Context: an optimization exercise on an open-source flow, tuned for small area. The choices shown serve that exercise and are no tape-out recipe. Function was checked by simulation only, so behaviour that the tests miss may differ from the original. Power figures rest on the tool's default switching activity, not on a simulated workload.

## west
## ysyx_23060184_regfile_mp
module ysyx_23060184_regfile_mp #(
  parameter int ADDR_WIDTH = 5,
  parameter int DATA_WIDTH = 32,
  parameter int NR_READ    = 2,
  parameter int ECALL_REG  = ysyx_23060184_rf_pkg::RF_A5_E
) (
  input  logic                          clk,
  input  logic                          rst,
  input  logic                          wen,
  input  logic [ADDR_WIDTH-1:0]         waddr,
  input  logic [DATA_WIDTH-1:0]         wdata,
  input  logic [NR_READ*ADDR_WIDTH-1:0] raddr,
  input  logic                          ecall,
  output logic [NR_READ*DATA_WIDTH-1:0] rdata,
  input  logic                          issue_en,
  input  logic [ADDR_WIDTH-1:0]         issue_rd,
  output logic [NR_READ-1:0]            rbusy,
  output logic                          ready
);
Size in the first run: roughly 1000 flip-flops, roughly 120 I/O pins.
clock: 6.0 ns
lec_check: 0
cap_margin: 20
core_margin: 2
core_utilization: 40
slew_margin: 20
synth_hierarchical: 1
synth_minimum_keep_size: 0
standard.sh (not shown) runs the stock make flow with config.mk's settings and CLKGATE_MAP_FILE= SYNTH_SCRIPT=/design/flow/synth_recipe.tcl, a recipe that flattens the netlist after the stock synthesis.
==> flow/flow/run.sh <==
#!/bin/bash
# Standard ORFS layout with buf_1 port buffers and a clock tree of clkbuf_4 leaves, no dummy loads.
set -euo pipefail
export BUFFER_PORTS_ARGS="-buffer_cell sky130_fd_sc_hd__buf_1"
export CTS_ARGS="-sink_clustering_enable -repair_clock_nets -dont_use_dummy_load -root_buf sky130_fd_sc_hd__clkbuf_16 -buf_list sky130_fd_sc_hd__clkbuf_4 -sink_clustering_size 8 -sink_clustering_max_diameter 30"
bash standard.sh > orfs_make.log 2>&1
No stage failed in west, and the final checks on the layout all came back clean.
[inputs] middle vs west
==> flow/flow/run.sh <==
#!/bin/bash
# Standard ORFS layout with buf_1 port buffers and a clock tree of clkbuf_8 leaves, no dummy loads.
set -euo pipefail
export BUFFER_PORTS_ARGS="-buffer_cell sky130_fd_sc_hd__buf_1"
export CTS_ARGS="-sink_clustering_enable -repair_clock_nets -dont_use_dummy_load -root_buf sky130_fd_sc_hd__clkbuf_16 -buf_list sky130_fd_sc_hd__clkbuf_8 -sink_clustering_size 14 -sink_clustering_max_diameter 50"
bash standard.sh > orfs_make.log 2>&1
Per the comparison of middle with west, source-to-sink clock delay at the later pin of the worst-skew pair decreased by 0.17 ns relative to the old numbers, remaining max-slew budget at the tightest pin decreased by 2.2 points relative to the old numbers. Total power: middle above west. Total number of nets in the final design: lower on middle. middle: non-clock buffer count 0.38% below west.

========
ysyx_23060184_regfile_mp, a different RTL version from the one above (not shown whole).
For scale: roughly 1,000 flip-flops, ~40,000 um2 of cells after synthesis.
// ysyx_23060184_regfile_mp
module ysyx_23060184_regfile_mp #(
  parameter int ADDR_WIDTH = 5,
  parameter int DATA_WIDTH = 32,
  parameter int NR_READ    = 2,
  parameter int ECALL_REG  = ysyx_23060184_rf_pkg::RF_A5_E
) (
  input  logic                          clk,
  input  logic                          rst,
  input  logic                          wen,
  input  logic [ADDR_WIDTH-1:0]         waddr,
  input  logic [DATA_WIDTH-1:0]         wdata,
  input  logic [NR_READ*ADDR_WIDTH-1:0] raddr,
  input  logic                          ecall,
  output logic [NR_READ*DATA_WIDTH-1:0] rdata,
  input  logic                          issue_en,
  input  logic [ADDR_WIDTH-1:0]         issue_rd,
  output logic [NR_READ-1:0]            rbusy,
  output logic                          ready
);
clock: 6.0 ns
lec_check: 0
cap_margin: 20
core_margin: 2
core_utilization: 60
slew_margin: 20
synth_hierarchical: 1
synth_minimum_keep_size: 0
==> flow/flow/run.sh <==
#!/bin/bash
# Standard ORFS layout with buf_1 port buffers, a clock tree of clkbuf_8 leaves without
# dummy loads.
set -euo pipefail
export BUFFER_PORTS_ARGS="-buffer_cell sky130_fd_sc_hd__buf_1"
export CTS_ARGS="-sink_clustering_enable -repair_clock_nets -dont_use_dummy_load -root_buf sky130_fd_sc_hd__clkbuf_16 -buf_list sky130_fd_sc_hd__clkbuf_8 -sink_clustering_size 16 -sink_clustering_max_diameter 60"
bash standard.sh > orfs_make.log 2>&1
The starting point went through all stages and came out clean.
Rerun with:
==> flow/flow/run.sh (replaced) <==
#!/bin/bash
# Standard ORFS layout with buf_1 port buffers, a clock tree of clkbuf_8 leaves without
# dummy loads, and downsizing of gates off the critical paths after global routing.
set -euo pipefail
export BUFFER_PORTS_ARGS="-buffer_cell sky130_fd_sc_hd__buf_1"
export CTS_ARGS="-sink_clustering_enable -repair_clock_nets -dont_use_dummy_load -root_buf sky130_fd_sc_hd__clkbuf_16 -buf_list sky130_fd_sc_hd__clkbuf_8 -sink_clustering_size 16 -sink_clustering_max_diameter 60"
export RECOVER_POWER=100
bash standard.sh > orfs_make.log 2>&1
=> The new run finished with max-capacitance violations, max-slew violations left; total power stays flat; worst hold slack barely changes; utilization goes down by 0.42 points; clock power stays flat; combinational power decreases by about 0.6%; setup slack is worse by 0.34 ns; global-route usage stays the same; final area is lower by about 0.6%; maximum frequency goes down by about 6%.
Rerun with:
==> flow/flow/run.sh (replaced) <==
#!/bin/bash
# Standard ORFS layout with buf_1 port buffers and a clock tree of clkbuf_8 leaves, no dummy loads.
set -euo pipefail
export BUFFER_PORTS_ARGS="-buffer_cell sky130_fd_sc_hd__buf_1"
export CTS_ARGS="-sink_clustering_enable -repair_clock_nets -dont_use_dummy_load -root_buf sky130_fd_sc_hd__clkbuf_16 -buf_list sky130_fd_sc_hd__clkbuf_8 -sink_clustering_size 14 -sink_clustering_max_diameter 50"
bash standard.sh > orfs_make.log 2>&1
--- a/flow/config.mk
+++ b/flow/config.mk
@@ -8,5 +8,5 @@
 export CAP_MARGIN = 20
 export CORE_MARGIN = 2
-export CORE_UTILIZATION = 60
+export CORE_UTILIZATION = 75
 export SLEW_MARGIN = 20
 export SYNTH_HIERARCHICAL = 1
This time the run completed with no timing, DRC or antenna violations.
Non-clock buffer count went up by 1.
Total power goes up by about 2.6%.
Core utilization goes up by 17 points.
Design area went up by 0.59%.
Sequential cell count does not change.

## separate check: timing with driven ports
The flow's constraints put no driver on any port. The routed layouts listed below were extracted and timed again, unchanged, in two steps.
Step 1 sets driving cells, clkbuf_16 on the clock port and buf_2 on the other inputs (assumed; they add their load-dependent delay and slew).
Step 2 moves the port delays by t, midway between the first and last clock arrival at a register: inputs arrive t later, outputs are due t later. That takes back most of the time a late clock gives input paths.
a / b / c = ideal ports / drivers / drivers and shift; a / b = the first two.
| run | t (ns) | setup slack, ns | worst register clock-pin slew, ns | pins driven straight from the clock port |
|---|---|---|---|---|
| west | 0.807 | 0.542 / 0.518 / 0.518 | 0.10 / 0.10 | 1 |
| middle | 0.678 | 0.581 / 0.558 / 0.558 | 0.09 / 0.09 | 1 |
| the first run of note 2 | 0.662 | 0.464 / 0.439 / 0.439 | 0.11 / 0.11 | 1 |
| the second run of note 2 | 0.659 | 0.119 / 0.053 / 0.053 | 0.11 / 0.11 | 1 |
| the third run of note 2 | 0.718 | 0.122 / 0.100 / 0.100 | 0.10 / 0.10 | 1 |
For the second run of note 2, which loses most, drivers alone change the setup slack by -0.066 ns; drivers and shift together by -0.066 ns.
